From an optimization exercise on the open Yosys and OpenROAD flow, aimed at small area, a short achievable clock period and few clock cycles per item; shortcuts taken in it are not production practice.
RTL that was checked went through simulation tests only; none was proved equivalent to the original.
Only the layout flow was run in run 1; the RTL was not checked for function there.
Power figures rest on the tool's default switching activity, not on a simulated workload.

## flow/design.v (module list and top-level ports; edited modules follow where they fit)
// module msp_front: 14 lines
// module msp_fa: 10 lines
// module msp_ha: 9 lines
// module msp_mul_t: 1462 lines
// module msp_mul_i: 689 lines
// module motor_speed_pid: 162 lines
module motor_speed_pid (
  input  logic                                  clk,
  input  logic                                  rst_n,
  input  logic                                  in_valid,
  output logic                                  in_stall,
  input  logic signed [msp_pkg::SPEED_BITS-1:0] in_speed_command,
  input  logic [msp_pkg::SPEED_BITS-1:0]        in_measured_speed,
  input  logic                                  in_restart,
  output logic                                  out_valid,
  input  logic                                  out_stall,
  output logic                                  out_direction,
  output logic [msp_pkg::DUTY_W-1:0]            out_duty,
  input  logic                                  psel,
  input  logic                                  penable,
  input  logic                                  pwrite,
  input  logic [3:0]                            paddr,
  input  logic [31:0]                           pwdata,
  output logic [31:0]                           prdata,
  output logic                                  pready
);
  // ...
==> flow/run.sh <==
#!/bin/bash
# synth_recipe.tcl (not shown) runs the flow's synth.tcl, then flattens the netlist and writes it again
# the make line also repeats each setting of config.mk as NAME=value (left out here)
make -C /OpenROAD-flow-scripts/flow DESIGN_CONFIG=/design/flow/config.mk WORK_HOME=/design/flow/orfs CLKGATE_MAP_FILE= SYNTH_SCRIPT=/design/flow/synth_recipe.tcl finish
==> flow/config.mk <==
export PLATFORM = sky130hd
export DESIGN_NAME = motor_speed_pid
export DESIGN_NICKNAME = motor_speed_pid
export VERILOG_FILES = /design/flow/design.v
export SDC_FILE = /design/flow/constraint.sdc
export NUM_CORES = 4
export LEC_CHECK = 0
export ABC_CLOCK_PERIOD_IN_PS = 4500
export CAP_MARGIN = 20
export CORE_MARGIN = 2
export CORE_UTILIZATION = 40
export SETUP_SLACK_MARGIN = 4.5
export SLEW_MARGIN = 20
==> flow/constraint.sdc <==
create_clock -name core_clock -period 9.0 [get_ports {clk}]
set_input_delay 1.8000 -clock core_clock [delete_from_list [all_inputs] [get_ports {clk}]]
set_output_delay 1.8000 -clock core_clock [all_outputs]
set_load 0.01 [all_outputs]
==> results.txt, run 1 <==
CTS H-tree depth 4; CP Max Fanout 7; highest-count cells in the layout ignoring fill and taps nand2_1, a21oi_1, nor2_1; grt met3 use 5.15%; Most flops, register t2_r; initial drt markers 4518; status complete, no violations; Synth Register Bits 181; Hold Crit Start dir1_r; CP Depth 23; simple-gate area share of the yosys netlist 17.4%; clock skew 0.0181 ns; Layout fillers 8644; multi-input combinational area share 67.1%; total power 6830 uW; Total Wirelength 140000 um; crit-path most repeated cell fa_2; RSZ-0062 raised after global routing yes; 1st-pass router iterations 7; row count 111; FF+latch area 4730 sq um; FF+latch count 181; Final setup violation count 0; slowest cell on the critical path fa_2; largest net degree at the start of global routing 76; first-pass GRT wire length 207000 um; antenna diode count 2; max cap viols 0; Clock Latency Late Sink 0.51 ns; Clock-cell share 1.23%; share of layout cells above drive strength 1 20.4%; Avg Cell Area, Syn 7.15 sq um; P_int 3500 uW; highest routed layer met5; setup ws final 2.17 ns; DRT met1 WL 58100 um; sequential share of the synthesized area 12.4%; asr flop ratio synth 0%; clock power share 11.0%
==> module msp_mul_i, before the edit <==
module msp_mul_i (
  input  logic [16:0] e,
  input  logic [15:0] ki,
  output logic [16:0] ps
);
  logic p0;
  logic p1;
  logic p2;
  logic p3;
  logic p4;
  logic p5;
  logic p6;
  logic p7;
  logic p8;
  logic p9;
  logic p10;
  logic p11;
  logic p12;
  logic p13;
  logic p14;
  logic p15;
  logic p16;
  logic p17;
  logic p18;
  logic p19;
  logic p20;
  logic p21;
  logic p22;
  logic p23;
  logic p24;
  logic p25;
  logic p26;
  logic p27;
  logic p28;
  logic p29;
  logic p30;
  logic p31;
  logic p32;
  logic p33;
  logic p34;
  logic p35;
  logic p36;
  logic p37;
  logic p38;
  logic p39;
  logic p40;
  logic p41;
  logic p42;
  logic p43;
  logic p44;
  logic p45;
  logic p46;
  logic p47;
  logic p48;
  logic p49;
  logic p50;
  logic p51;
  logic p52;
  logic p53;
  logic p54;
  logic p55;
  logic p56;
  logic p57;
  logic p58;
  logic p59;
  logic p60;
  logic p61;
  logic p62;
  logic p63;
  logic p64;
  logic p65;
  logic p66;
  logic p67;
  logic p68;
  logic p69;
  logic p70;
  logic p71;
  logic p72;
  logic p73;
  logic p74;
  logic p75;
  logic p76;
  logic p77;
  logic p78;
  logic p79;
  logic p80;
  logic p81;
  logic p82;
  logic p83;
  logic p84;
  logic p85;
  logic p86;
  logic p87;
  logic p88;
  logic p89;
  logic p90;
  logic p91;
  logic p92;
  logic p93;
  logic p94;
  logic p95;
  logic p96;
  logic p97;
  logic p98;
  logic p99;
  logic p100;
  logic p101;
  logic p102;
  logic p103;
  logic p104;
  logic p105;
  logic p106;
  logic p107;
  logic p108;
  logic p109;
  logic p110;
  logic p111;
  logic p112;
  logic p113;
  logic p114;
  logic p115;
  logic p116;
  logic p117;
  logic p118;
  logic p119;
  logic p120;
  logic p121;
  logic p122;
  logic p123;
  logic p124;
  logic p125;
  logic p126;
  logic p127;
  logic p128;
  logic p129;
  logic p130;
  logic p131;
  logic p132;
  logic p133;
  logic p134;
  logic p135;
  logic p136;
  logic p137;
  logic p138;
  logic p139;
  logic p140;
  logic p141;
  logic p142;
  logic p143;
  logic p144;
  logic p145;
  logic p146;
  logic p147;
  logic p148;
  logic p149;
  logic p150;
  logic p151;
  logic p152;
  logic p153;
  logic p154;
  logic p155;
  logic p156;
  logic p157;
  logic p158;
  logic p159;
  logic p160;
  logic p161;
  logic p162;
  logic p163;
  logic p164;
  logic p165;
  logic p166;
  logic p167;
  logic p168;
  logic p169;
  logic p170;
  logic p171;
  logic p172;
  logic p173;
  logic p174;
  logic p175;
  logic p176;
  logic p177;
  logic p178;
  logic p179;
  logic p180;
  logic p181;
  logic p182;
  logic p183;
  logic p184;
  logic p185;
  logic p186;
  logic p187;
  logic p188;
  logic p189;
  logic p190;
  logic p191;
  logic p192;
  logic p193;
  logic p194;
  logic p195;
  logic p196;
  logic p197;
  logic p198;
  logic p199;
  logic p200;
  logic p201;
  logic p202;
  logic p203;
  logic p204;
  logic p205;
  logic p206;
  logic p207;
  logic p208;
  logic p209;
  logic p210;
  logic p211;
  logic p212;
  logic p213;
  logic p214;
  logic p215;
  logic p216;
  logic p217;
  logic p218;
  logic p219;
  logic p220;
  logic p221;
  logic p222;
  logic p223;
  logic p224;
  logic p225;
  logic p226;
  logic p227;
  logic p228;
  logic p229;
  logic p230;
  logic p231;
  logic p232;
  logic p233;
  logic p234;
  logic p235;
  logic p236;
  logic p237;
  logic p238;
  logic p239;
  logic p240;
  logic p241;
  logic p242;
  logic p243;
  logic p244;
  logic p245;
  logic p246;
  logic p247;
  logic p248;
  logic p249;
  logic p250;
  logic p251;
  logic p252;
  logic p253;
  logic p254;
  logic p255;
  logic p256;
  logic p257;
  logic p258;
  logic p259;
  logic p260;
  logic p261;
  logic p262;
  logic p263;
  logic p264;
  logic p265;
  logic p266;
  logic p267;
  logic p268;
  logic p269;
  logic p270;
  logic p271;
  logic p272;
  logic p273;
  logic p274;
  logic p275;
  logic p276;
  logic p277;
  logic p278;
  logic p279;
  logic p280;
  logic p281;
  logic p282;
  logic p283;
  logic p284;
  logic p285;
  logic p286;
  logic p287;
  logic p288;
  logic p289;
  logic p290;
  logic p291;
  logic p292;
  logic p293;
  logic p294;
  logic p295;
  logic p296;
  logic p297;
  logic p298;
  logic p299;
  logic p300;
  logic p301;
  logic p302;
  logic p303;
  logic p304;
  logic p305;
  logic p306;
  logic p307;
  logic p308;
  logic p309;
  logic p310;
  logic p311;
  logic p312;
  logic p313;
  logic p314;
  logic p315;
  logic p316;
  logic p317;
  logic p318;
  logic p319;
  logic p320;
  logic p321;
  logic p322;
  logic p323;
  logic p324;
  logic p325;
  logic p326;
  logic p327;
  logic p328;
  logic p329;
  logic p330;
  logic p331;
  logic p332;
  logic p333;
  logic p334;
  logic p335;
  logic p336;
  logic p337;
  logic p338;
  logic p339;
  logic p340;
  logic p341;
  logic p342;
  logic p343;
  logic p344;
  logic p345;
  logic p346;
  logic p347;
  logic p348;
  logic p349;
  logic p350;
  logic p351;
  logic p352;
  logic p353;
  logic p354;
  logic p355;
  logic p356;
  logic p357;
  logic p358;
  logic p359;
  logic p360;
  logic p361;
  logic p362;
  logic p363;
  logic p364;
  logic p365;
  logic p366;
  logic p367;
  logic p368;
  logic p369;
  logic p370;
  logic p371;
  logic p372;
  logic p373;
  logic p374;
  logic p375;
  logic p376;
  logic p377;
  logic p378;
  logic p379;
  logic p380;
  logic p381;
  logic p382;
  logic p383;
  logic p384;
  logic p385;
  logic p386;
  logic p387;
  logic p388;
  logic p389;
  logic p390;
  logic p391;
  logic p392;
  logic p393;
  logic p394;
  logic p395;
  logic p396;
  logic p397;
  assign p0 = ki[0] ^ 1'b0;
  assign p1 = (ki[1] & ~ki[0] & ~1'b0) | (~ki[1] & ki[0] & 1'b0);
  assign p2 = (p0 & e[0]) ^ ki[1];
  assign p3 = ((p0 & e[1]) | (p1 & e[0])) ^ ki[1];
  assign p4 = ((p0 & e[2]) | (p1 & e[1])) ^ ki[1];
  assign p5 = ((p0 & e[3]) | (p1 & e[2])) ^ ki[1];
  assign p6 = ((p0 & e[4]) | (p1 & e[3])) ^ ki[1];
  assign p7 = ((p0 & e[5]) | (p1 & e[4])) ^ ki[1];
  assign p8 = ((p0 & e[6]) | (p1 & e[5])) ^ ki[1];
  assign p9 = ((p0 & e[7]) | (p1 & e[6])) ^ ki[1];
  assign p10 = ((p0 & e[8]) | (p1 & e[7])) ^ ki[1];
  assign p11 = ((p0 & e[9]) | (p1 & e[8])) ^ ki[1];
  assign p12 = ((p0 & e[10]) | (p1 & e[9])) ^ ki[1];
  assign p13 = ((p0 & e[11]) | (p1 & e[10])) ^ ki[1];
  assign p14 = ((p0 & e[12]) | (p1 & e[11])) ^ ki[1];
  assign p15 = ((p0 & e[13]) | (p1 & e[12])) ^ ki[1];
  assign p16 = ((p0 & e[14]) | (p1 & e[13])) ^ ki[1];
  assign p17 = ((p0 & e[15]) | (p1 & e[14])) ^ ki[1];
  assign p18 = ((p0 & e[16]) | (p1 & e[15])) ^ ki[1];
  assign p19 = ((p0 & e[16]) | (p1 & e[16])) ^ ki[1];
  assign p20 = ki[2] ^ ki[1];
  assign p21 = (ki[3] & ~ki[2] & ~ki[1]) | (~ki[3] & ki[2] & ki[1]);
  assign p22 = (p20 & e[0]) ^ ki[3];
  assign p23 = ((p20 & e[1]) | (p21 & e[0])) ^ ki[3];
  assign p24 = ((p20 & e[2]) | (p21 & e[1])) ^ ki[3];
  assign p25 = ((p20 & e[3]) | (p21 & e[2])) ^ ki[3];
  assign p26 = ((p20 & e[4]) | (p21 & e[3])) ^ ki[3];
  assign p27 = ((p20 & e[5]) | (p21 & e[4])) ^ ki[3];
  assign p28 = ((p20 & e[6]) | (p21 & e[5])) ^ ki[3];
  assign p29 = ((p20 & e[7]) | (p21 & e[6])) ^ ki[3];
  assign p30 = ((p20 & e[8]) | (p21 & e[7])) ^ ki[3];
  assign p31 = ((p20 & e[9]) | (p21 & e[8])) ^ ki[3];
  assign p32 = ((p20 & e[10]) | (p21 & e[9])) ^ ki[3];
  assign p33 = ((p20 & e[11]) | (p21 & e[10])) ^ ki[3];
  assign p34 = ((p20 & e[12]) | (p21 & e[11])) ^ ki[3];
  assign p35 = ((p20 & e[13]) | (p21 & e[12])) ^ ki[3];
  assign p36 = ((p20 & e[14]) | (p21 & e[13])) ^ ki[3];
  assign p37 = ((p20 & e[15]) | (p21 & e[14])) ^ ki[3];
  assign p38 = ((p20 & e[16]) | (p21 & e[15])) ^ ki[3];
  assign p39 = ((p20 & e[16]) | (p21 & e[16])) ^ ki[3];
  assign p40 = ki[4] ^ ki[3];
  assign p41 = (ki[5] & ~ki[4] & ~ki[3]) | (~ki[5] & ki[4] & ki[3]);
  assign p42 = (p40 & e[0]) ^ ki[5];
  assign p43 = ((p40 & e[1]) | (p41 & e[0])) ^ ki[5];
  assign p44 = ((p40 & e[2]) | (p41 & e[1])) ^ ki[5];
  assign p45 = ((p40 & e[3]) | (p41 & e[2])) ^ ki[5];
  assign p46 = ((p40 & e[4]) | (p41 & e[3])) ^ ki[5];
  assign p47 = ((p40 & e[5]) | (p41 & e[4])) ^ ki[5];
  assign p48 = ((p40 & e[6]) | (p41 & e[5])) ^ ki[5];
  assign p49 = ((p40 & e[7]) | (p41 & e[6])) ^ ki[5];
  assign p50 = ((p40 & e[8]) | (p41 & e[7])) ^ ki[5];
  assign p51 = ((p40 & e[9]) | (p41 & e[8])) ^ ki[5];
  assign p52 = ((p40 & e[10]) | (p41 & e[9])) ^ ki[5];
  assign p53 = ((p40 & e[11]) | (p41 & e[10])) ^ ki[5];
  assign p54 = ((p40 & e[12]) | (p41 & e[11])) ^ ki[5];
  assign p55 = ((p40 & e[13]) | (p41 & e[12])) ^ ki[5];
  assign p56 = ((p40 & e[14]) | (p41 & e[13])) ^ ki[5];
  assign p57 = ((p40 & e[15]) | (p41 & e[14])) ^ ki[5];
  assign p58 = ((p40 & e[16]) | (p41 & e[15])) ^ ki[5];
  assign p59 = ((p40 & e[16]) | (p41 & e[16])) ^ ki[5];
  assign p60 = ki[6] ^ ki[5];
  assign p61 = (ki[7] & ~ki[6] & ~ki[5]) | (~ki[7] & ki[6] & ki[5]);
  assign p62 = (p60 & e[0]) ^ ki[7];
  assign p63 = ((p60 & e[1]) | (p61 & e[0])) ^ ki[7];
  assign p64 = ((p60 & e[2]) | (p61 & e[1])) ^ ki[7];
  assign p65 = ((p60 & e[3]) | (p61 & e[2])) ^ ki[7];
  assign p66 = ((p60 & e[4]) | (p61 & e[3])) ^ ki[7];
  assign p67 = ((p60 & e[5]) | (p61 & e[4])) ^ ki[7];
  assign p68 = ((p60 & e[6]) | (p61 & e[5])) ^ ki[7];
  assign p69 = ((p60 & e[7]) | (p61 & e[6])) ^ ki[7];
  assign p70 = ((p60 & e[8]) | (p61 & e[7])) ^ ki[7];
  assign p71 = ((p60 & e[9]) | (p61 & e[8])) ^ ki[7];
  assign p72 = ((p60 & e[10]) | (p61 & e[9])) ^ ki[7];
  assign p73 = ((p60 & e[11]) | (p61 & e[10])) ^ ki[7];
  assign p74 = ((p60 & e[12]) | (p61 & e[11])) ^ ki[7];
  assign p75 = ((p60 & e[13]) | (p61 & e[12])) ^ ki[7];
  assign p76 = ((p60 & e[14]) | (p61 & e[13])) ^ ki[7];
  assign p77 = ((p60 & e[15]) | (p61 & e[14])) ^ ki[7];
  assign p78 = ((p60 & e[16]) | (p61 & e[15])) ^ ki[7];
  assign p79 = ((p60 & e[16]) | (p61 & e[16])) ^ ki[7];
  assign p80 = ki[8] ^ ki[7];
  assign p81 = (ki[9] & ~ki[8] & ~ki[7]) | (~ki[9] & ki[8] & ki[7]);
  assign p82 = (p80 & e[0]) ^ ki[9];
  assign p83 = ((p80 & e[1]) | (p81 & e[0])) ^ ki[9];
  assign p84 = ((p80 & e[2]) | (p81 & e[1])) ^ ki[9];
  assign p85 = ((p80 & e[3]) | (p81 & e[2])) ^ ki[9];
  assign p86 = ((p80 & e[4]) | (p81 & e[3])) ^ ki[9];
  assign p87 = ((p80 & e[5]) | (p81 & e[4])) ^ ki[9];
  assign p88 = ((p80 & e[6]) | (p81 & e[5])) ^ ki[9];
  assign p89 = ((p80 & e[7]) | (p81 & e[6])) ^ ki[9];
  assign p90 = ((p80 & e[8]) | (p81 & e[7])) ^ ki[9];
  assign p91 = ((p80 & e[9]) | (p81 & e[8])) ^ ki[9];
  assign p92 = ((p80 & e[10]) | (p81 & e[9])) ^ ki[9];
  assign p93 = ((p80 & e[11]) | (p81 & e[10])) ^ ki[9];
  assign p94 = ((p80 & e[12]) | (p81 & e[11])) ^ ki[9];
  assign p95 = ((p80 & e[13]) | (p81 & e[12])) ^ ki[9];
  assign p96 = ((p80 & e[14]) | (p81 & e[13])) ^ ki[9];
  assign p97 = ((p80 & e[15]) | (p81 & e[14])) ^ ki[9];
  assign p98 = ((p80 & e[16]) | (p81 & e[15])) ^ ki[9];
  assign p99 = ((p80 & e[16]) | (p81 & e[16])) ^ ki[9];
  assign p100 = ki[10] ^ ki[9];
  assign p101 = (ki[11] & ~ki[10] & ~ki[9]) | (~ki[11] & ki[10] & ki[9]);
  assign p102 = (p100 & e[0]) ^ ki[11];
  assign p103 = ((p100 & e[1]) | (p101 & e[0])) ^ ki[11];
  assign p104 = ((p100 & e[2]) | (p101 & e[1])) ^ ki[11];
  assign p105 = ((p100 & e[3]) | (p101 & e[2])) ^ ki[11];
  assign p106 = ((p100 & e[4]) | (p101 & e[3])) ^ ki[11];
  assign p107 = ((p100 & e[5]) | (p101 & e[4])) ^ ki[11];
  assign p108 = ((p100 & e[6]) | (p101 & e[5])) ^ ki[11];
  assign p109 = ((p100 & e[7]) | (p101 & e[6])) ^ ki[11];
  assign p110 = ((p100 & e[8]) | (p101 & e[7])) ^ ki[11];
  assign p111 = ((p100 & e[9]) | (p101 & e[8])) ^ ki[11];
  assign p112 = ((p100 & e[10]) | (p101 & e[9])) ^ ki[11];
  assign p113 = ((p100 & e[11]) | (p101 & e[10])) ^ ki[11];
  assign p114 = ((p100 & e[12]) | (p101 & e[11])) ^ ki[11];
  assign p115 = ((p100 & e[13]) | (p101 & e[12])) ^ ki[11];
  assign p116 = ((p100 & e[14]) | (p101 & e[13])) ^ ki[11];
  assign p117 = ((p100 & e[15]) | (p101 & e[14])) ^ ki[11];
  assign p118 = ((p100 & e[16]) | (p101 & e[15])) ^ ki[11];
  assign p119 = ((p100 & e[16]) | (p101 & e[16])) ^ ki[11];
  assign p120 = ki[12] ^ ki[11];
  assign p121 = (ki[13] & ~ki[12] & ~ki[11]) | (~ki[13] & ki[12] & ki[11]);
  assign p122 = (p120 & e[0]) ^ ki[13];
  assign p123 = ((p120 & e[1]) | (p121 & e[0])) ^ ki[13];
  assign p124 = ((p120 & e[2]) | (p121 & e[1])) ^ ki[13];
  assign p125 = ((p120 & e[3]) | (p121 & e[2])) ^ ki[13];
  assign p126 = ((p120 & e[4]) | (p121 & e[3])) ^ ki[13];
  assign p127 = ((p120 & e[5]) | (p121 & e[4])) ^ ki[13];
  assign p128 = ((p120 & e[6]) | (p121 & e[5])) ^ ki[13];
  assign p129 = ((p120 & e[7]) | (p121 & e[6])) ^ ki[13];
  assign p130 = ((p120 & e[8]) | (p121 & e[7])) ^ ki[13];
  assign p131 = ((p120 & e[9]) | (p121 & e[8])) ^ ki[13];
  assign p132 = ((p120 & e[10]) | (p121 & e[9])) ^ ki[13];
  assign p133 = ((p120 & e[11]) | (p121 & e[10])) ^ ki[13];
  assign p134 = ((p120 & e[12]) | (p121 & e[11])) ^ ki[13];
  assign p135 = ((p120 & e[13]) | (p121 & e[12])) ^ ki[13];
  assign p136 = ((p120 & e[14]) | (p121 & e[13])) ^ ki[13];
  assign p137 = ((p120 & e[15]) | (p121 & e[14])) ^ ki[13];
  assign p138 = ((p120 & e[16]) | (p121 & e[15])) ^ ki[13];
  assign p139 = ((p120 & e[16]) | (p121 & e[16])) ^ ki[13];
  assign p140 = ki[14] ^ ki[13];
  assign p141 = (ki[15] & ~ki[14] & ~ki[13]) | (~ki[15] & ki[14] & ki[13]);
  assign p142 = (p140 & e[0]) ^ ki[15];
  assign p143 = ((p140 & e[1]) | (p141 & e[0])) ^ ki[15];
  assign p144 = ((p140 & e[2]) | (p141 & e[1])) ^ ki[15];
  assign p145 = ((p140 & e[3]) | (p141 & e[2])) ^ ki[15];
  assign p146 = ((p140 & e[4]) | (p141 & e[3])) ^ ki[15];
  assign p147 = ((p140 & e[5]) | (p141 & e[4])) ^ ki[15];
  assign p148 = ((p140 & e[6]) | (p141 & e[5])) ^ ki[15];
  assign p149 = ((p140 & e[7]) | (p141 & e[6])) ^ ki[15];
  assign p150 = ((p140 & e[8]) | (p141 & e[7])) ^ ki[15];
  assign p151 = ((p140 & e[9]) | (p141 & e[8])) ^ ki[15];
  assign p152 = ((p140 & e[10]) | (p141 & e[9])) ^ ki[15];
  assign p153 = ((p140 & e[11]) | (p141 & e[10])) ^ ki[15];
  assign p154 = ((p140 & e[12]) | (p141 & e[11])) ^ ki[15];
  assign p155 = ((p140 & e[13]) | (p141 & e[12])) ^ ki[15];
  assign p156 = ((p140 & e[14]) | (p141 & e[13])) ^ ki[15];
  assign p157 = ((p140 & e[15]) | (p141 & e[14])) ^ ki[15];
  assign p158 = ((p140 & e[16]) | (p141 & e[15])) ^ ki[15];
  assign p159 = ((p140 & e[16]) | (p141 & e[16])) ^ ki[15];
  msp_ha u_p160 (.a(p12), .b(p30), .s(p160), .co(p161));
  msp_ha u_p162 (.a(p13), .b(p31), .s(p162), .co(p163));
  msp_fa u_p164 (.a(p14), .b(p32), .c(p50), .s(p164), .co(p165));
  msp_ha u_p166 (.a(p68), .b(p86), .s(p166), .co(p167));
  msp_fa u_p168 (.a(p15), .b(p33), .c(p51), .s(p168), .co(p169));
  msp_ha u_p170 (.a(p69), .b(p87), .s(p170), .co(p171));
  msp_fa u_p172 (.a(p16), .b(p34), .c(p52), .s(p172), .co(p173));
  msp_fa u_p174 (.a(p70), .b(p88), .c(p106), .s(p174), .co(p175));
  msp_ha u_p176 (.a(p124), .b(p142), .s(p176), .co(p177));
  msp_fa u_p178 (.a(p17), .b(p35), .c(p53), .s(p178), .co(p179));
  msp_fa u_p180 (.a(p71), .b(p89), .c(p107), .s(p180), .co(p181));
  msp_ha u_p182 (.a(p125), .b(p143), .s(p182), .co(p183));
  msp_fa u_p184 (.a(p18), .b(p36), .c(p54), .s(p184), .co(p185));
  msp_fa u_p186 (.a(p72), .b(p90), .c(p108), .s(p186), .co(p187));
  msp_ha u_p188 (.a(p126), .b(p144), .s(p188), .co(p189));
  msp_fa u_p190 (.a(~p19), .b(p37), .c(p55), .s(p190), .co(p191));
  msp_fa u_p192 (.a(p73), .b(p91), .c(p109), .s(p192), .co(p193));
  msp_fa u_p194 (.a(p127), .b(p145), .c(1'b1), .s(p194), .co(p195));
  msp_fa u_p196 (.a(p38), .b(p56), .c(p74), .s(p196), .co(p197));
  msp_fa u_p198 (.a(p92), .b(p110), .c(p128), .s(p198), .co(p199));
  msp_ha u_p200 (.a(p146), .b(1'b1), .s(p200), .co(p201));
  msp_fa u_p202 (.a(~p39), .b(p57), .c(p75), .s(p202), .co(p203));
  msp_fa u_p204 (.a(p93), .b(p111), .c(p129), .s(p204), .co(p205));
  msp_fa u_p206 (.a(p58), .b(p76), .c(p94), .s(p206), .co(p207));
  msp_ha u_p208 (.a(p112), .b(p130), .s(p208), .co(p209));
  msp_fa u_p210 (.a(~p59), .b(p77), .c(p95), .s(p210), .co(p211));
  msp_ha u_p212 (.a(p78), .b(p96), .s(p212), .co(p213));
  msp_ha u_p214 (.a(p8), .b(p26), .s(p214), .co(p215));
  msp_ha u_p216 (.a(p9), .b(p27), .s(p216), .co(p217));
  msp_fa u_p218 (.a(p10), .b(p28), .c(p46), .s(p218), .co(p219));
  msp_ha u_p220 (.a(p64), .b(p82), .s(p220), .co(p221));
  msp_fa u_p222 (.a(p11), .b(p29), .c(p47), .s(p222), .co(p223));
  msp_ha u_p224 (.a(p65), .b(p83), .s(p224), .co(p225));
  msp_fa u_p226 (.a(p48), .b(p66), .c(p84), .s(p226), .co(p227));
  msp_fa u_p228 (.a(p102), .b(ki[11]), .c(p160), .s(p228), .co(p229));
  msp_fa u_p230 (.a(p49), .b(p67), .c(p85), .s(p230), .co(p231));
  msp_fa u_p232 (.a(p103), .b(p161), .c(p162), .s(p232), .co(p233));
  msp_fa u_p234 (.a(p104), .b(p122), .c(ki[13]), .s(p234), .co(p235));
  msp_fa u_p236 (.a(p163), .b(p164), .c(p166), .s(p236), .co(p237));
  msp_fa u_p238 (.a(p105), .b(p123), .c(p165), .s(p238), .co(p239));
  msp_fa u_p240 (.a(p167), .b(p168), .c(p170), .s(p240), .co(p241));
  msp_fa u_p242 (.a(ki[15]), .b(p169), .c(p171), .s(p242), .co(p243));
  msp_fa u_p244 (.a(p172), .b(p174), .c(p176), .s(p244), .co(p245));
  msp_fa u_p246 (.a(p173), .b(p175), .c(p177), .s(p246), .co(p247));
  msp_fa u_p248 (.a(p178), .b(p180), .c(p182), .s(p248), .co(p249));
  msp_fa u_p250 (.a(p179), .b(p181), .c(p183), .s(p250), .co(p251));
  msp_fa u_p252 (.a(p184), .b(p186), .c(p188), .s(p252), .co(p253));
  msp_fa u_p254 (.a(p185), .b(p187), .c(p189), .s(p254), .co(p255));
  msp_fa u_p256 (.a(p190), .b(p192), .c(p194), .s(p256), .co(p257));
  msp_fa u_p258 (.a(p191), .b(p193), .c(p195), .s(p258), .co(p259));
  msp_fa u_p260 (.a(p196), .b(p198), .c(p200), .s(p260), .co(p261));
  msp_fa u_p262 (.a(p147), .b(p197), .c(p199), .s(p262), .co(p263));
  msp_fa u_p264 (.a(p201), .b(p202), .c(p204), .s(p264), .co(p265));
  msp_fa u_p266 (.a(p148), .b(1'b1), .c(p203), .s(p266), .co(p267));
  msp_fa u_p268 (.a(p205), .b(p206), .c(p208), .s(p268), .co(p269));
  msp_fa u_p270 (.a(p113), .b(p131), .c(p149), .s(p270), .co(p271));
  msp_fa u_p272 (.a(p207), .b(p209), .c(p210), .s(p272), .co(p273));
  msp_fa u_p274 (.a(p114), .b(p132), .c(p150), .s(p274), .co(p275));
  msp_fa u_p276 (.a(1'b1), .b(p211), .c(p212), .s(p276), .co(p277));
  msp_fa u_p278 (.a(~p79), .b(p97), .c(p115), .s(p278), .co(p279));
  msp_fa u_p280 (.a(p133), .b(p151), .c(p213), .s(p280), .co(p281));
  msp_fa u_p282 (.a(p98), .b(p116), .c(p134), .s(p282), .co(p283));
  msp_ha u_p284 (.a(p152), .b(1'b1), .s(p284), .co(p285));
  msp_fa u_p286 (.a(~p99), .b(p117), .c(p135), .s(p286), .co(p287));
  msp_ha u_p288 (.a(p118), .b(p136), .s(p288), .co(p289));
  msp_ha u_p290 (.a(p6), .b(p24), .s(p290), .co(p291));
  msp_ha u_p292 (.a(p7), .b(p25), .s(p292), .co(p293));
  msp_fa u_p294 (.a(p44), .b(p62), .c(ki[7]), .s(p294), .co(p295));
  msp_fa u_p296 (.a(p45), .b(p63), .c(p215), .s(p296), .co(p297));
  msp_fa u_p298 (.a(ki[9]), .b(p217), .c(p218), .s(p298), .co(p299));
  msp_fa u_p300 (.a(p219), .b(p221), .c(p222), .s(p300), .co(p301));
  msp_fa u_p302 (.a(p223), .b(p225), .c(p226), .s(p302), .co(p303));
  msp_fa u_p304 (.a(p227), .b(p229), .c(p230), .s(p304), .co(p305));
  msp_fa u_p306 (.a(p231), .b(p233), .c(p234), .s(p306), .co(p307));
  msp_fa u_p308 (.a(p235), .b(p237), .c(p238), .s(p308), .co(p309));
  msp_fa u_p310 (.a(p239), .b(p241), .c(p242), .s(p310), .co(p311));
  msp_fa u_p312 (.a(p243), .b(p245), .c(p246), .s(p312), .co(p313));
  msp_fa u_p314 (.a(p247), .b(p249), .c(p250), .s(p314), .co(p315));
  msp_fa u_p316 (.a(p251), .b(p253), .c(p254), .s(p316), .co(p317));
  msp_fa u_p318 (.a(p255), .b(p257), .c(p258), .s(p318), .co(p319));
  msp_fa u_p320 (.a(p259), .b(p261), .c(p262), .s(p320), .co(p321));
  msp_fa u_p322 (.a(p263), .b(p265), .c(p266), .s(p322), .co(p323));
  msp_fa u_p324 (.a(p267), .b(p269), .c(p270), .s(p324), .co(p325));
  msp_fa u_p326 (.a(p271), .b(p273), .c(p274), .s(p326), .co(p327));
  msp_fa u_p328 (.a(p275), .b(p277), .c(p278), .s(p328), .co(p329));
  msp_fa u_p330 (.a(p279), .b(p281), .c(p282), .s(p330), .co(p331));
  msp_fa u_p332 (.a(p153), .b(p283), .c(p285), .s(p332), .co(p333));
  msp_fa u_p334 (.a(p154), .b(1'b1), .c(p287), .s(p334), .co(p335));
  msp_fa u_p336 (.a(~p119), .b(p137), .c(p155), .s(p336), .co(p337));
  msp_ha u_p338 (.a(p138), .b(p156), .s(p338), .co(p339));
  msp_ha u_p340 (.a(p4), .b(p22), .s(p340), .co(p341));
  msp_ha u_p342 (.a(p5), .b(p23), .s(p342), .co(p343));
  msp_fa u_p344 (.a(p42), .b(ki[5]), .c(p290), .s(p344), .co(p345));
  msp_fa u_p346 (.a(p43), .b(p291), .c(p292), .s(p346), .co(p347));
  msp_fa u_p348 (.a(p214), .b(p293), .c(p294), .s(p348), .co(p349));
  msp_fa u_p350 (.a(p216), .b(p295), .c(p296), .s(p350), .co(p351));
  msp_fa u_p352 (.a(p220), .b(p297), .c(p298), .s(p352), .co(p353));
  msp_fa u_p354 (.a(p224), .b(p299), .c(p300), .s(p354), .co(p355));
  msp_fa u_p356 (.a(p228), .b(p301), .c(p302), .s(p356), .co(p357));
  msp_fa u_p358 (.a(p232), .b(p303), .c(p304), .s(p358), .co(p359));
  msp_fa u_p360 (.a(p236), .b(p305), .c(p306), .s(p360), .co(p361));
  msp_fa u_p362 (.a(p240), .b(p307), .c(p308), .s(p362), .co(p363));
  msp_fa u_p364 (.a(p244), .b(p309), .c(p310), .s(p364), .co(p365));
  msp_fa u_p366 (.a(p248), .b(p311), .c(p312), .s(p366), .co(p367));
  msp_fa u_p368 (.a(p252), .b(p313), .c(p314), .s(p368), .co(p369));
  msp_fa u_p370 (.a(p256), .b(p315), .c(p316), .s(p370), .co(p371));
  msp_fa u_p372 (.a(p260), .b(p317), .c(p318), .s(p372), .co(p373));
  msp_fa u_p374 (.a(p264), .b(p319), .c(p320), .s(p374), .co(p375));
  msp_fa u_p376 (.a(p268), .b(p321), .c(p322), .s(p376), .co(p377));
  msp_fa u_p378 (.a(p272), .b(p323), .c(p324), .s(p378), .co(p379));
  msp_fa u_p380 (.a(p276), .b(p325), .c(p326), .s(p380), .co(p381));
  msp_fa u_p382 (.a(p280), .b(p327), .c(p328), .s(p382), .co(p383));
  msp_fa u_p384 (.a(p284), .b(p329), .c(p330), .s(p384), .co(p385));
  msp_fa u_p386 (.a(p286), .b(p331), .c(p332), .s(p386), .co(p387));
  msp_fa u_p388 (.a(p288), .b(p333), .c(p334), .s(p388), .co(p389));
  msp_fa u_p390 (.a(p289), .b(p335), .c(p336), .s(p390), .co(p391));
  msp_fa u_p392 (.a(1'b1), .b(p337), .c(p338), .s(p392), .co(p393));
  msp_fa u_p394 (.a(~p139), .b(p157), .c(p339), .s(p394), .co(p395));
  msp_ha u_p396 (.a(p158), .b(1'b1), .s(p396), .co(p397));
  logic [32:0] p;
  assign p = {1'b1, ~p159, p395, p393, p391, p389, p387, p385, p383, p381, p379, p377, p375, p373, p371, p369, p367, p365, p363, p361, p359, p357, p355, p353, p351, p349, p347, p345, p343, p341, ki[3], p3, p2} + {1'b0, p397, p396, p394, p392, p390, p388, p386, p384, p382, p380, p378, p376, p374, p372, p370, p368, p366, p364, p362, p360, p358, p356, p354, p352, p350, p348, p346, p344, p342, p340, 1'b0, ki[1]};
  always_comb begin
    if (p[32:16] == '0 || p[32:16] == '1) ps = p[16:0];
    else ps = p[32] ? 17'h10000 : 17'h0ffff;
  end
endmodule
==> module motor_speed_pid, before the edit <==
module motor_speed_pid (
  input  logic                                  clk,
  input  logic                                  rst_n,
  input  logic                                  in_valid,
  output logic                                  in_stall,
  input  logic signed [msp_pkg::SPEED_BITS-1:0] in_speed_command,
  input  logic [msp_pkg::SPEED_BITS-1:0]        in_measured_speed,
  input  logic                                  in_restart,
  output logic                                  out_valid,
  input  logic                                  out_stall,
  output logic                                  out_direction,
  output logic [msp_pkg::DUTY_W-1:0]            out_duty,
  input  logic                                  psel,
  input  logic                                  penable,
  input  logic                                  pwrite,
  input  logic [3:0]                            paddr,
  input  logic [31:0]                           pwdata,
  output logic [31:0]                           prdata,
  output logic                                  pready
);
  logic [15:0] kp_r, ki_r, kd_r;
  logic        cfg_wr;
  logic        cfg_clear;
  logic [1:0]  cfg_idx;
  logic [15:0] rd_gain;
  assign pready    = 1'b1;
  assign cfg_wr    = psel && penable && pwrite;
  assign cfg_idx   = paddr[3:2];
  assign cfg_clear = cfg_wr && (cfg_idx != 2'd3);
  always_ff @(posedge clk) begin
    if (!rst_n) begin
      kp_r <= '0;
      ki_r <= '0;
      kd_r <= '0;
    end else if (cfg_wr) begin
      case (cfg_idx)
        2'd0:    kp_r <= pwdata[15:0];
        2'd1:    ki_r <= pwdata[15:0];
        2'd2:    kd_r <= pwdata[15:0];
        default: ;
      endcase
    end
  end
  always_comb begin
    case (cfg_idx)
      2'd0:    rd_gain = kp_r;
      2'd1:    rd_gain = ki_r;
      2'd2:    rd_gain = kd_r;
      default: rd_gain = '0;
    endcase
    prdata = {{16{rd_gain[15]}}, rd_gain};
  end
  logic hold;        
  logic take;        
  logic v1_r, v2_r, v3_r;
  assign hold     = v3_r && out_stall;
  assign in_stall = hold;
  assign take     = in_valid && !hold;
  always_ff @(posedge clk) begin
    if (!rst_n) begin
      v1_r <= 1'b0;
      v2_r <= 1'b0;
      v3_r <= 1'b0;
    end else if (!hold) begin
      v1_r <= take;
      v2_r <= v1_r;
      v3_r <= v2_r;
    end
  end
  logic [15:0] prev_speed_r;
  logic [16:0] err_in, nds_in;
  logic [16:0] err1_r, nds1_r;
  logic        dir1_r, rs1_r;
  msp_front u_front (
    .speed_command  (in_speed_command),
    .measured_speed (in_measured_speed),
    .prev_speed     (prev_speed_r),
    .error          (err_in),
    .nspeed_change  (nds_in)
  );
  always_ff @(posedge clk) begin
    if (!rst_n || cfg_clear) begin
      prev_speed_r <= '0;
    end else if (take) begin
      prev_speed_r <= in_restart ? '0 : in_measured_speed;
    end
  end
  always_ff @(posedge clk) begin
    if (!hold) begin
      err1_r <= err_in;
      nds1_r <= nds_in;
      dir1_r <= ~in_speed_command[15];
      rs1_r  <= in_restart;
    end
  end
  logic [33:0] t_prod;
  logic [16:0] i_step;
  logic [33:0] t2_r;
  logic [16:0] is2_r;
  logic        dir2_r, rs2_r;
  msp_mul_t u_mul_t (
    .e  (err1_r),
    .nd (nds1_r),
    .kp (kp_r),
    .kd (kd_r),
    .t  (t_prod)
  );
  msp_mul_i u_mul_i (
    .e  (err1_r),
    .ki (ki_r),
    .ps (i_step)
  );
  always_ff @(posedge clk) begin
    if (!hold) begin
      t2_r   <= t_prod;
      is2_r  <= i_step;
      dir2_r <= dir1_r;
      rs2_r  <= rs1_r;
    end
  end
  logic [15:0] integ_r;
  logic [17:0] isum;
  logic [15:0] integ_nxt;
  logic [33:0] acc;
  logic [7:0]  duty_nxt;
  logic        dir3_r;
  logic [7:0]  duty3_r;
  always_comb begin
    isum = {2'b00, integ_r} + {is2_r[16], is2_r};
    if (isum[17]) begin
      integ_nxt = '0;
    end else if (isum[16:0] > {1'b0, msp_pkg::SUM_MAX}) begin
      integ_nxt = msp_pkg::SUM_MAX;
    end else begin
      integ_nxt = isum[15:0];
    end
    acc = t2_r + {18'd0, integ_nxt};
    if (acc[33]) begin
      duty_nxt = '0;
    end else if (acc[32:16] != '0) begin
      duty_nxt = 8'hff;
    end else begin
      duty_nxt = acc[15:8];
    end
  end
  always_ff @(posedge clk) begin
    if (!rst_n || cfg_clear) begin
      integ_r <= '0;
    end else if (v2_r && !hold) begin
      integ_r <= rs2_r ? '0 : integ_nxt;
    end
  end
  always_ff @(posedge clk) begin
    if (!hold) begin
      dir3_r  <= rs2_r ? 1'b1 : dir2_r;
      duty3_r <= rs2_r ? 8'd0 : duty_nxt;
    end
  end
  assign out_valid     = v3_r;
  assign out_direction = dir3_r;
  assign out_duty      = duty3_r;
endmodule
==> inputs of run 2 (changes only) <==
--- a/flow/design.v
+++ b/flow/design.v
@@ -50,5 +50,6 @@
   input  logic [15:0] kp,
   input  logic [15:0] kd,
-  output logic [33:0] t
+  output logic [33:0] ta,
+  output logic [33:0] tb
 );
   logic t0;
@@ -1505,5 +1506,6 @@
   msp_fa u_t858 (.a(t735), .b(t793), .c(t794), .s(t858), .co(t859));
   msp_fa u_t860 (.a(1'b1), .b(t795), .c(t796), .s(t860), .co(t861));
-  assign t = {1'b1, t797, t859, t857, t855, t853, t851, t849, t847, t845, t843, t841, t839, t837, t835, t833, t831, t829, t827, t825, t823, t821, t819, t817, t815, t813, t811, t809, t807, t805, t803, t801, t799, t736} + {1'b0, t861, t860, t858, t856, t854, t852, t850, t848, t846, t844, t842, t840, t838, t836, t834, t832, t830, t828, t826, t824, t822, t820, t818, t816, t814, t812, t810, t808, t806, t804, t802, t800, t798};
+  assign ta = {1'b1, t797, t859, t857, t855, t853, t851, t849, t847, t845, t843, t841, t839, t837, t835, t833, t831, t829, t827, t825, t823, t821, t819, t817, t815, t813, t811, t809, t807, t805, t803, t801, t799, t736};
+  assign tb = {1'b0, t861, t860, t858, t856, t854, t852, t850, t848, t846, t844, t842, t840, t838, t836, t834, t832, t830, t828, t826, t824, t822, t820, t818, t816, t814, t812, t810, t808, t806, t804, t802, t800, t798};
 endmodule
 module msp_mul_i (
@@ -1812,102 +1814,4 @@
   logic p298;
   logic p299;
-  logic p300;
-  logic p301;
-  logic p302;
-  logic p303;
-  logic p304;
-  logic p305;
-  logic p306;
-  logic p307;
-  logic p308;
-  logic p309;
-  logic p310;
-  logic p311;
-  logic p312;
-  logic p313;
-  logic p314;
-  logic p315;
-  logic p316;
-  logic p317;
-  logic p318;
-  logic p319;
-  logic p320;
-  logic p321;
-  logic p322;
-  logic p323;
-  logic p324;
-  logic p325;
-  logic p326;
-  logic p327;
-  logic p328;
-  logic p329;
-  logic p330;
-  logic p331;
-  logic p332;
-  logic p333;
-  logic p334;
-  logic p335;
-  logic p336;
-  logic p337;
-  logic p338;
-  logic p339;
-  logic p340;
-  logic p341;
-  logic p342;
-  logic p343;
-  logic p344;
-  logic p345;
-  logic p346;
-  logic p347;
-  logic p348;
-  logic p349;
-  logic p350;
-  logic p351;
-  logic p352;
-  logic p353;
-  logic p354;
-  logic p355;
-  logic p356;
-  logic p357;
-  logic p358;
-  logic p359;
-  logic p360;
-  logic p361;
-  logic p362;
-  logic p363;
-  logic p364;
-  logic p365;
-  logic p366;
-  logic p367;
-  logic p368;
-  logic p369;
-  logic p370;
-  logic p371;
-  logic p372;
-  logic p373;
-  logic p374;
-  logic p375;
-  logic p376;
-  logic p377;
-  logic p378;
-  logic p379;
-  logic p380;
-  logic p381;
-  logic p382;
-  logic p383;
-  logic p384;
-  logic p385;
-  logic p386;
-  logic p387;
-  logic p388;
-  logic p389;
-  logic p390;
-  logic p391;
-  logic p392;
-  logic p393;
-  logic p394;
-  logic p395;
-  logic p396;
-  logic p397;
   assign p0 = ki[0] ^ 1'b0;
   assign p1 = (ki[1] & ~ki[0] & ~1'b0) | (~ki[1] & ki[0] & 1'b0);
@@ -2088,111 +1992,73 @@
   msp_fa u_p192 (.a(p73), .b(p91), .c(p109), .s(p192), .co(p193));
   msp_fa u_p194 (.a(p127), .b(p145), .c(1'b1), .s(p194), .co(p195));
-  msp_fa u_p196 (.a(p38), .b(p56), .c(p74), .s(p196), .co(p197));
-  msp_fa u_p198 (.a(p92), .b(p110), .c(p128), .s(p198), .co(p199));
-  msp_ha u_p200 (.a(p146), .b(1'b1), .s(p200), .co(p201));
-  msp_fa u_p202 (.a(~p39), .b(p57), .c(p75), .s(p202), .co(p203));
-  msp_fa u_p204 (.a(p93), .b(p111), .c(p129), .s(p204), .co(p205));
-  msp_fa u_p206 (.a(p58), .b(p76), .c(p94), .s(p206), .co(p207));
-  msp_ha u_p208 (.a(p112), .b(p130), .s(p208), .co(p209));
-  msp_fa u_p210 (.a(~p59), .b(p77), .c(p95), .s(p210), .co(p211));
-  msp_ha u_p212 (.a(p78), .b(p96), .s(p212), .co(p213));
-  msp_ha u_p214 (.a(p8), .b(p26), .s(p214), .co(p215));
-  msp_ha u_p216 (.a(p9), .b(p27), .s(p216), .co(p217));
-  msp_fa u_p218 (.a(p10), .b(p28), .c(p46), .s(p218), .co(p219));
-  msp_ha u_p220 (.a(p64), .b(p82), .s(p220), .co(p221));
-  msp_fa u_p222 (.a(p11), .b(p29), .c(p47), .s(p222), .co(p223));
-  msp_ha u_p224 (.a(p65), .b(p83), .s(p224), .co(p225));
-  msp_fa u_p226 (.a(p48), .b(p66), .c(p84), .s(p226), .co(p227));
-  msp_fa u_p228 (.a(p102), .b(ki[11]), .c(p160), .s(p228), .co(p229));
-  msp_fa u_p230 (.a(p49), .b(p67), .c(p85), .s(p230), .co(p231));
-  msp_fa u_p232 (.a(p103), .b(p161), .c(p162), .s(p232), .co(p233));
-  msp_fa u_p234 (.a(p104), .b(p122), .c(ki[13]), .s(p234), .co(p235));
-  msp_fa u_p236 (.a(p163), .b(p164), .c(p166), .s(p236), .co(p237));
-  msp_fa u_p238 (.a(p105), .b(p123), .c(p165), .s(p238), .co(p239));
-  msp_fa u_p240 (.a(p167), .b(p168), .c(p170), .s(p240), .co(p241));
-  msp_fa u_p242 (.a(ki[15]), .b(p169), .c(p171), .s(p242), .co(p243));
-  msp_fa u_p244 (.a(p172), .b(p174), .c(p176), .s(p244), .co(p245));
-  msp_fa u_p246 (.a(p173), .b(p175), .c(p177), .s(p246), .co(p247));
-  msp_fa u_p248 (.a(p178), .b(p180), .c(p182), .s(p248), .co(p249));
-  msp_fa u_p250 (.a(p179), .b(p181), .c(p183), .s(p250), .co(p251));
-  msp_fa u_p252 (.a(p184), .b(p186), .c(p188), .s(p252), .co(p253));
-  msp_fa u_p254 (.a(p185), .b(p187), .c(p189), .s(p254), .co(p255));
-  msp_fa u_p256 (.a(p190), .b(p192), .c(p194), .s(p256), .co(p257));
-  msp_fa u_p258 (.a(p191), .b(p193), .c(p195), .s(p258), .co(p259));
-  msp_fa u_p260 (.a(p196), .b(p198), .c(p200), .s(p260), .co(p261));
-  msp_fa u_p262 (.a(p147), .b(p197), .c(p199), .s(p262), .co(p263));
-  msp_fa u_p264 (.a(p201), .b(p202), .c(p204), .s(p264), .co(p265));
-  msp_fa u_p266 (.a(p148), .b(1'b1), .c(p203), .s(p266), .co(p267));
-  msp_fa u_p268 (.a(p205), .b(p206), .c(p208), .s(p268), .co(p269));
-  msp_fa u_p270 (.a(p113), .b(p131), .c(p149), .s(p270), .co(p271));
-  msp_fa u_p272 (.a(p207), .b(p209), .c(p210), .s(p272), .co(p273));
-  msp_fa u_p274 (.a(p114), .b(p132), .c(p150), .s(p274), .co(p275));
-  msp_fa u_p276 (.a(1'b1), .b(p211), .c(p212), .s(p276), .co(p277));
-  msp_fa u_p278 (.a(~p79), .b(p97), .c(p115), .s(p278), .co(p279));
-  msp_fa u_p280 (.a(p133), .b(p151), .c(p213), .s(p280), .co(p281));
-  msp_fa u_p282 (.a(p98), .b(p116), .c(p134), .s(p282), .co(p283));
-  msp_ha u_p284 (.a(p152), .b(1'b1), .s(p284), .co(p285));
-  msp_fa u_p286 (.a(~p99), .b(p117), .c(p135), .s(p286), .co(p287));
-  msp_ha u_p288 (.a(p118), .b(p136), .s(p288), .co(p289));
-  msp_ha u_p290 (.a(p6), .b(p24), .s(p290), .co(p291));
-  msp_ha u_p292 (.a(p7), .b(p25), .s(p292), .co(p293));
-  msp_fa u_p294 (.a(p44), .b(p62), .c(ki[7]), .s(p294), .co(p295));
-  msp_fa u_p296 (.a(p45), .b(p63), .c(p215), .s(p296), .co(p297));
-  msp_fa u_p298 (.a(ki[9]), .b(p217), .c(p218), .s(p298), .co(p299));
-  msp_fa u_p300 (.a(p219), .b(p221), .c(p222), .s(p300), .co(p301));
-  msp_fa u_p302 (.a(p223), .b(p225), .c(p226), .s(p302), .co(p303));
-  msp_fa u_p304 (.a(p227), .b(p229), .c(p230), .s(p304), .co(p305));
-  msp_fa u_p306 (.a(p231), .b(p233), .c(p234), .s(p306), .co(p307));
-  msp_fa u_p308 (.a(p235), .b(p237), .c(p238), .s(p308), .co(p309));
-  msp_fa u_p310 (.a(p239), .b(p241), .c(p242), .s(p310), .co(p311));
-  msp_fa u_p312 (.a(p243), .b(p245), .c(p246), .s(p312), .co(p313));
-  msp_fa u_p314 (.a(p247), .b(p249), .c(p250), .s(p314), .co(p315));
-  msp_fa u_p316 (.a(p251), .b(p253), .c(p254), .s(p316), .co(p317));
-  msp_fa u_p318 (.a(p255), .b(p257), .c(p258), .s(p318), .co(p319));
-  msp_fa u_p320 (.a(p259), .b(p261), .c(p262), .s(p320), .co(p321));
-  msp_fa u_p322 (.a(p263), .b(p265), .c(p266), .s(p322), .co(p323));
-  msp_fa u_p324 (.a(p267), .b(p269), .c(p270), .s(p324), .co(p325));
-  msp_fa u_p326 (.a(p271), .b(p273), .c(p274), .s(p326), .co(p327));
-  msp_fa u_p328 (.a(p275), .b(p277), .c(p278), .s(p328), .co(p329));
-  msp_fa u_p330 (.a(p279), .b(p281), .c(p282), .s(p330), .co(p331));
-  msp_fa u_p332 (.a(p153), .b(p283), .c(p285), .s(p332), .co(p333));
-  msp_fa u_p334 (.a(p154), .b(1'b1), .c(p287), .s(p334), .co(p335));
-  msp_fa u_p336 (.a(~p119), .b(p137), .c(p155), .s(p336), .co(p337));
-  msp_ha u_p338 (.a(p138), .b(p156), .s(p338), .co(p339));
-  msp_ha u_p340 (.a(p4), .b(p22), .s(p340), .co(p341));
-  msp_ha u_p342 (.a(p5), .b(p23), .s(p342), .co(p343));
-  msp_fa u_p344 (.a(p42), .b(ki[5]), .c(p290), .s(p344), .co(p345));
-  msp_fa u_p346 (.a(p43), .b(p291), .c(p292), .s(p346), .co(p347));
-  msp_fa u_p348 (.a(p214), .b(p293), .c(p294), .s(p348), .co(p349));
-  msp_fa u_p350 (.a(p216), .b(p295), .c(p296), .s(p350), .co(p351));
-  msp_fa u_p352 (.a(p220), .b(p297), .c(p298), .s(p352), .co(p353));
-  msp_fa u_p354 (.a(p224), .b(p299), .c(p300), .s(p354), .co(p355));
-  msp_fa u_p356 (.a(p228), .b(p301), .c(p302), .s(p356), .co(p357));
-  msp_fa u_p358 (.a(p232), .b(p303), .c(p304), .s(p358), .co(p359));
-  msp_fa u_p360 (.a(p236), .b(p305), .c(p306), .s(p360), .co(p361));
-  msp_fa u_p362 (.a(p240), .b(p307), .c(p308), .s(p362), .co(p363));
-  msp_fa u_p364 (.a(p244), .b(p309), .c(p310), .s(p364), .co(p365));
-  msp_fa u_p366 (.a(p248), .b(p311), .c(p312), .s(p366), .co(p367));
-  msp_fa u_p368 (.a(p252), .b(p313), .c(p314), .s(p368), .co(p369));
-  msp_fa u_p370 (.a(p256), .b(p315), .c(p316), .s(p370), .co(p371));
-  msp_fa u_p372 (.a(p260), .b(p317), .c(p318), .s(p372), .co(p373));
-  msp_fa u_p374 (.a(p264), .b(p319), .c(p320), .s(p374), .co(p375));
-  msp_fa u_p376 (.a(p268), .b(p321), .c(p322), .s(p376), .co(p377));
-  msp_fa u_p378 (.a(p272), .b(p323), .c(p324), .s(p378), .co(p379));
-  msp_fa u_p380 (.a(p276), .b(p325), .c(p326), .s(p380), .co(p381));
-  msp_fa u_p382 (.a(p280), .b(p327), .c(p328), .s(p382), .co(p383));
-  msp_fa u_p384 (.a(p284), .b(p329), .c(p330), .s(p384), .co(p385));
-  msp_fa u_p386 (.a(p286), .b(p331), .c(p332), .s(p386), .co(p387));
-  msp_fa u_p388 (.a(p288), .b(p333), .c(p334), .s(p388), .co(p389));
-  msp_fa u_p390 (.a(p289), .b(p335), .c(p336), .s(p390), .co(p391));
-  msp_fa u_p392 (.a(1'b1), .b(p337), .c(p338), .s(p392), .co(p393));
-  msp_fa u_p394 (.a(~p139), .b(p157), .c(p339), .s(p394), .co(p395));
-  msp_ha u_p396 (.a(p158), .b(1'b1), .s(p396), .co(p397));
-  logic [32:0] p;
-  assign p = {1'b1, ~p159, p395, p393, p391, p389, p387, p385, p383, p381, p379, p377, p375, p373, p371, p369, p367, p365, p363, p361, p359, p357, p355, p353, p351, p349, p347, p345, p343, p341, ki[3], p3, p2} + {1'b0, p397, p396, p394, p392, p390, p388, p386, p384, p382, p380, p378, p376, p374, p372, p370, p368, p366, p364, p362, p360, p358, p356, p354, p352, p350, p348, p346, p344, p342, p340, 1'b0, ki[1]};
+  msp_ha u_p196 (.a(p8), .b(p26), .s(p196), .co(p197));
+  msp_ha u_p198 (.a(p9), .b(p27), .s(p198), .co(p199));
+  msp_fa u_p200 (.a(p10), .b(p28), .c(p46), .s(p200), .co(p201));
+  msp_ha u_p202 (.a(p64), .b(p82), .s(p202), .co(p203));
+  msp_fa u_p204 (.a(p11), .b(p29), .c(p47), .s(p204), .co(p205));
+  msp_ha u_p206 (.a(p65), .b(p83), .s(p206), .co(p207));
+  msp_fa u_p208 (.a(p48), .b(p66), .c(p84), .s(p208), .co(p209));
+  msp_fa u_p210 (.a(p102), .b(ki[11]), .c(p160), .s(p210), .co(p211));
+  msp_fa u_p212 (.a(p49), .b(p67), .c(p85), .s(p212), .co(p213));
+  msp_fa u_p214 (.a(p103), .b(p161), .c(p162), .s(p214), .co(p215));
+  msp_fa u_p216 (.a(p104), .b(p122), .c(ki[13]), .s(p216), .co(p217));
+  msp_fa u_p218 (.a(p163), .b(p164), .c(p166), .s(p218), .co(p219));
+  msp_fa u_p220 (.a(p105), .b(p123), .c(p165), .s(p220), .co(p221));
+  msp_fa u_p222 (.a(p167), .b(p168), .c(p170), .s(p222), .co(p223));
+  msp_fa u_p224 (.a(ki[15]), .b(p169), .c(p171), .s(p224), .co(p225));
+  msp_fa u_p226 (.a(p172), .b(p174), .c(p176), .s(p226), .co(p227));
+  msp_fa u_p228 (.a(p173), .b(p175), .c(p177), .s(p228), .co(p229));
+  msp_fa u_p230 (.a(p178), .b(p180), .c(p182), .s(p230), .co(p231));
+  msp_fa u_p232 (.a(p179), .b(p181), .c(p183), .s(p232), .co(p233));
+  msp_fa u_p234 (.a(p184), .b(p186), .c(p188), .s(p234), .co(p235));
+  msp_fa u_p236 (.a(p185), .b(p187), .c(p189), .s(p236), .co(p237));
+  msp_fa u_p238 (.a(p190), .b(p192), .c(p194), .s(p238), .co(p239));
+  msp_ha u_p240 (.a(p6), .b(p24), .s(p240), .co(p241));
+  msp_ha u_p242 (.a(p7), .b(p25), .s(p242), .co(p243));
+  msp_fa u_p244 (.a(p44), .b(p62), .c(ki[7]), .s(p244), .co(p245));
+  msp_fa u_p246 (.a(p45), .b(p63), .c(p197), .s(p246), .co(p247));
+  msp_fa u_p248 (.a(ki[9]), .b(p199), .c(p200), .s(p248), .co(p249));
+  msp_fa u_p250 (.a(p201), .b(p203), .c(p204), .s(p250), .co(p251));
+  msp_fa u_p252 (.a(p205), .b(p207), .c(p208), .s(p252), .co(p253));
+  msp_fa u_p254 (.a(p209), .b(p211), .c(p212), .s(p254), .co(p255));
+  msp_fa u_p256 (.a(p213), .b(p215), .c(p216), .s(p256), .co(p257));
+  msp_fa u_p258 (.a(p217), .b(p219), .c(p220), .s(p258), .co(p259));
+  msp_fa u_p260 (.a(p221), .b(p223), .c(p224), .s(p260), .co(p261));
+  msp_fa u_p262 (.a(p225), .b(p227), .c(p228), .s(p262), .co(p263));
+  msp_fa u_p264 (.a(p229), .b(p231), .c(p232), .s(p264), .co(p265));
+  msp_fa u_p266 (.a(p233), .b(p235), .c(p236), .s(p266), .co(p267));
+  msp_ha u_p268 (.a(p4), .b(p22), .s(p268), .co(p269));
+  msp_ha u_p270 (.a(p5), .b(p23), .s(p270), .co(p271));
+  msp_fa u_p272 (.a(p42), .b(ki[5]), .c(p240), .s(p272), .co(p273));
+  msp_fa u_p274 (.a(p43), .b(p241), .c(p242), .s(p274), .co(p275));
+  msp_fa u_p276 (.a(p196), .b(p243), .c(p244), .s(p276), .co(p277));
+  msp_fa u_p278 (.a(p198), .b(p245), .c(p246), .s(p278), .co(p279));
+  msp_fa u_p280 (.a(p202), .b(p247), .c(p248), .s(p280), .co(p281));
+  msp_fa u_p282 (.a(p206), .b(p249), .c(p250), .s(p282), .co(p283));
+  msp_fa u_p284 (.a(p210), .b(p251), .c(p252), .s(p284), .co(p285));
+  msp_fa u_p286 (.a(p214), .b(p253), .c(p254), .s(p286), .co(p287));
+  msp_fa u_p288 (.a(p218), .b(p255), .c(p256), .s(p288), .co(p289));
+  msp_fa u_p290 (.a(p222), .b(p257), .c(p258), .s(p290), .co(p291));
+  msp_fa u_p292 (.a(p226), .b(p259), .c(p260), .s(p292), .co(p293));
+  msp_fa u_p294 (.a(p230), .b(p261), .c(p262), .s(p294), .co(p295));
+  msp_fa u_p296 (.a(p234), .b(p263), .c(p264), .s(p296), .co(p297));
+  msp_fa u_p298 (.a(p238), .b(p265), .c(p266), .s(p298), .co(p299));
+  logic [17:0] pl;
+  logic [15:0] fe;
+  logic [14:0] fk;
+  logic [14:0] gk;
+  logic        big, sgn, fits;
+  assign pl = {p297, p295, p293, p291, p289, p287, p285, p283, p281, p279, p277, p275, p273, p271, p269, ki[3], p3, p2} + {p298, p296, p294, p292, p290, p288, p286, p284, p282, p280, p278, p276, p274, p272, p270, p268, 1'b0, ki[1]};
+  assign fe = e[15:0] ^ {16{e[16]}};
+  assign fk = ki[14:0] ^ {15{ki[15]}};
   always_comb begin
-    if (p[32:16] == '0 || p[32:16] == '1) ps = p[16:0];
-    else ps = p[32] ? 17'h10000 : 17'h0ffff;
+    gk[14] = fk[14];
+    for (int t = 13; t >= 0; t--) gk[t] = gk[t+1] | fk[t];
+    big = 1'b0;
+    for (int i = 2; i <= 15; i++) big = big | (fe[i] & gk[16-i]);
   end
+  assign sgn  = (e[16] ^ ki[15]) & (|e) & (|ki);
+  assign fits = !big && (pl[17] == sgn) && (pl[16] == sgn);
+  assign ps   = fits ? pl[16:0] : (sgn ? 17'h10000 : 17'h0ffff);
 endmodule
 `timescale 1ns / 1ps
@@ -2292,7 +2158,7 @@
     end
   end
-  logic [33:0] t_prod;
+  logic [33:0] t_a, t_b;
   logic [16:0] i_step;
-  logic [33:0] t2_r;
+  logic [33:0] ta2_r, tb2_r;
   logic [16:0] is2_r;
   logic        dir2_r, rs2_r;
@@ -2302,5 +2168,6 @@
     .kp (kp_r),
     .kd (kd_r),
-    .t  (t_prod)
+    .ta (t_a),
+    .tb (t_b)
   );
   msp_mul_i u_mul_i (
@@ -2311,5 +2178,6 @@
   always_ff @(posedge clk) begin
     if (!hold) begin
-      t2_r   <= t_prod;
+      ta2_r  <= t_a;
+      tb2_r  <= t_b;
       is2_r  <= i_step;
       dir2_r <= dir1_r;
@@ -2320,5 +2188,8 @@
   logic [17:0] isum;
   logic [15:0] integ_nxt;
-  logic [33:0] acc;
+  logic [33:0] t_sum;
+  logic [16:0] acc_lo;
+  logic        hi_neg, hi_m1, hi_zero;
+  logic        acc_neg, acc_big;
   logic [7:0]  duty_nxt;
   logic        dir3_r;
@@ -2333,11 +2204,17 @@
       integ_nxt = isum[15:0];
     end
-    acc = t2_r + {18'd0, integ_nxt};
-    if (acc[33]) begin
+    t_sum   = ta2_r + tb2_r;
+    hi_neg  = t_sum[33];
+    hi_m1   = (t_sum[33:16] == '1);
+    hi_zero = (t_sum[33:16] == '0);
+    acc_lo  = {1'b0, t_sum[15:0]} + {1'b0, integ_nxt};
+    acc_neg = hi_neg && !(hi_m1 && acc_lo[16]);
+    acc_big = (!hi_neg && !hi_zero) || (hi_zero && acc_lo[16]);
+    if (acc_neg) begin
       duty_nxt = '0;
-    end else if (acc[32:16] != '0) begin
+    end else if (acc_big) begin
       duty_nxt = 8'hff;
     end else begin
-      duty_nxt = acc[15:8];
+      duty_nxt = acc_lo[15:8];
     end
   end
--- a/flow/config.mk
+++ b/flow/config.mk
@@ -6,4 +6,5 @@
 export NUM_CORES = 4
 export LEC_CHECK = 0
+export ABC_AREA = 1
 export ABC_CLOCK_PERIOD_IN_PS = 4500
 export CAP_MARGIN = 20
==> run 2 against run 1 <==
Net effect: sequential cell count grew 32; synthesized cell count shrank 34%; count of clock-buffer cells in the layout grew 17; register-to-register slack gained 1.8 ns; clock skew grew 0.011 ns; routed wire length shrank 34%; hold slack lost 0.0049 ns; maximum frequency grew 36%; largest cell class unchanged; cell count shrank 30%; critical path type unchanged; largest power group unchanged; clock power grew 52%; worst setup slack gained 1.8 ns; sequential share of layout area grew 6.4 points.
==> results.txt, run 2 <==
Worst setup SP type flop; TritonCTS buffer count 27; drt drc 0; setup ws final 3.98 ns (+1.81 ns); dpl cells 4281; area leader, netlist fa_1; Top Registers ta2_r (33), tb2_r (33); RSZ-0062 raised after global routing yes; Worst Hold Path EP rs2_r; crit share post-route 55.8%; Critical Path RT 9.31 ns; met2 usage 40.4%; Final GP Congestion 0.929; clock tree buffer depth 3; Synth Register Bits 213 (+18%); max cap viols 0 (unchanged); initial drt markers 2353 (-48%); GRT overflow 0; Vias 25100; initial antenna violation count 2; Synth top area share 20.1%; Post-synth EDFFs 130; pre-CTS WS 2.88 ns; die area 72000 sq um; Avg Cell Area, Syn 8.20 sq um (+15%); FF+latch area 5660 sq um (+20%); worst hold path class flop to flop; Buffers & Inverters on Critical Path 5; Cells after Synth 3412; root buffer cell clkbuf_16; status complete, no violations; CP Max Fanout 4 (-3); syn_nets 3943; Clock Latency Late Sink 0.58 ns (+0.07 ns); die height 268 um; Final Net Count 4095; via/cell ratio 5.55; asr flop ratio synth 0% (unchanged); top_reg_cell synth edfxtp_1; distinct cell type count after synthesis 55; first-pass GRT wire length 141000 um (-32%); crit path DAT 5.33 ns; Worst slew margin 31.2%; critical-path cell list clkinvlp_4 -> buf_6 -> o22ai_4 -> xor2_2 -> fa_2 -> fa_2 -> fa_1 -> inv_1 -> fa_2 -> xnor2_2 -> xnor2_1 -> xor2_1 -> xor2_1 -> xnor2_2 -> nand3_2 -> nand2_2 -> nand2_2 -> nand2_2 -> a31oi_2 -> inv_2 -> clkbuf_16 -> o21ai_2; CP delay by family, top adder cells; R2R Path Start err1_r[11]; 1st-pass router iterations 6 (-1); vias in the first global route 24500; area grow syn2layout 21.5%; Synth Cell Area 28000 sq um; CTS tree done; slowest cell on the critical path fa_1; # port buffers 100; Final setup violation count 0 (unchanged); HPWL Detailed 65300 um; slew of the pin with the lowest slew margin 1.03 ns; largest net degree at the start of global routing 60 (-21%); Post-synth top cells inv_1, nand2_1, xor2_1; Setup CP Type flop to flop; crit end category flop; LEAKAGE 0.0150 uW; antenna diode count 0 (-2); Reg-to-Reg End is2_r[5]; clk slew on worst S/H paths 0.06 ns; Design Area, Final 34000 sq um; IO Pins 120; wire per inst 20.4 um; # hold bufs at CTS 0; GR Layer Usage met1 33.3%; slowest stage delay, CP 0.50 ns; Initial Util 40.6%; Post-Route Setup TNS 0 ns; most common cell in the netlist inv_1; power per standard cell area 225 nW/um^2; Core ar. 68900 sq um; sequential share of the synthesized area 19.9% (+7.5 points); row count 96 (-14%); max frequency 199 MHz; Area contributors post-synth fa_1, edfxtp_1, xor2_1, ha_1, o22ai_1; CTS H-tree depth 1 (-3); Layout fillers 6635 (-23%); Hold Crit Start rs1_r; fin crit period 5.02 ns; DIE WIDTH 268 um; clock skew 0.0293 ns (+0.0112 ns); cell depth of the worst flop-to-flop path 22; antenna-violating nets left 0; yosys warns 2; hold depth 0; final cell count without fillers 4516; highest-count cells in the layout ignoring fill and taps inv_1, xor2_1, nand2_1; Hold Vio Cnt, Final 0; grt met3 use 5.07% (-0.078 points); worst vdd ir 0.181 mV; post-place instance area 29800 sq um; Most Crowded Layer GR met2; GRT Overall Usage 25.4%; max-slew violations 0; commonest non-fill, non-tap cell in the layout inv_1; Clock Sinks 213; Total Wirelength 92200 um (-34%); area of the multi-input gates 21000 sq um; Worst R2R Setup Slack 3.98 ns; share of layout cells above drive strength 1 17.4% (-3.0 points)
run 2: cell types whose count changed after synthesis, moves of 61 or more:
cell      before  now
inv_1        430  495
o22ai_1      149  331
a22oi_1      103    0
maj3_1       119    0
o21ai_0      371  174
clkbuf_1     436  139
nand2_1      815  451
a221oi_1     153    2
a21oi_1      497  183
buf_1         89   28
xor2_1        91  412
a21boi_0      65    3
nor2_1       467  199
run 2: worst max path at each step:
stage / start / end / slack (ns) / depth (start not counted)
finish: err1_r[11] / is2_r[5] / 3.98 / 22
global route: err1_r[12] / is2_r[5] / 3.80 / 23
CTS: in_speed_command[10] / err1_r[15] / 4.06 / 26
detailed placement: paddr[2] / prdata[8] / 2.88 / 6
global placement: paddr[2] / prdata[8] / 2.91 / 6
floorplan: in_speed_command[8] / err1_r[15] / 3.79 / 25
run 2: final cells by class:
cell class              count  share of cell area [%]
clock buffers              34                    2.13
clock inverters            16                   0.593
inverters                 520                    6.35
multi-input cells        2487                    61.8
flip-flops and latches    213                    16.6
well taps                 931                    3.43
repair buffers            309                    8.97
repair inverters            6                   0.121
run 2: report_power, final:
part	switching [uW]	total [uW]	internal [uW]	leakage [uW]
clock network	453	1140	687	0.000441
logic	3130	5020	1890	0.0124
registers	116	1500	1390	0.00210
total	3700	7660	3960	0.0150
run 2: routing by layer:
metal / up-vias / wire (um) / part of all wire [%]
met5: - / 12 / 0.013
li1: 11600 / - / -
met4: 2 / 5360 / 5.8
met2: 1254 / 41100 / 45
met1: 11900 / 37400 / 41
met3: 311 / 8300 / 9.0
run 2: cell families after synthesis:
kind of cell	after synthesis	synth area share (%)
compound gates	798	16.7
xor+xnor	452	14.2
fa+ha+maj	455	27.9
buf+inv	714	9.91
flops	213	19.9
mux	4	0.143
other cells	1	0.0134
simple gates	775	11.2
run 2: metrics by stage:
step	util, %	hold WS [ns]	power (uW)
floorplan	-	0.400	4690
global placement	43.2	0.401	5850
detailed placement	43.2	0.407	5870
CTS	47.7	0.424	7410
global route	49.3	0.434	8340
finish	49.3	0.421	7660
run 2: repair_timing:
action | CTS | global route
setup endpoints to repair | 108 | 90
buffers inserted | 133 | 37
pin swaps | 64 | 84
gates resized for setup | 474 | 194
cloned | 13 | 2
Testbench counts of run 2, summed over its fixed seeds: cycles 16,024, items 16,000.

==> static timing again, ports no longer ideal <==
In the flow no input, the clock included, has a driving cell. The finished layouts below were timed again as built, in two steps. Step 1 (the two cells are an assumption about what drives the block):
set clk [get_ports {clk}]
set_driving_cell -lib_cell sky130_fd_sc_hd__clkbuf_16 $clk
set_driving_cell -lib_cell sky130_fd_sc_hd__buf_2 [delete_from_list [all_inputs] $clk]
Step 2 times the ports against the registers' clock, not the clock port: input delays grow and output delays shrink by t, the midpoint of the rising clock arrivals with the driver on. Slacks: ideal ports / drivers / drivers and shift; pairs: ideal ports / drivers.
| run | shift t [ns] | setup WS [ns] | worst data-port slew with drivers (ns) |
|---|---|---|---|
| run 1 | 0.562 | 2.170 / 2.170 / 2.170 | 0.18 |
| run 2 | 0.625 | 3.981 / 3.981 / 3.494 | 0.08 |
After both steps setup and hold are still met in every run listed. For run 2, which loses most, drivers alone change the setup slack by 0.000 ns; drivers and shift together by -0.487 ns.
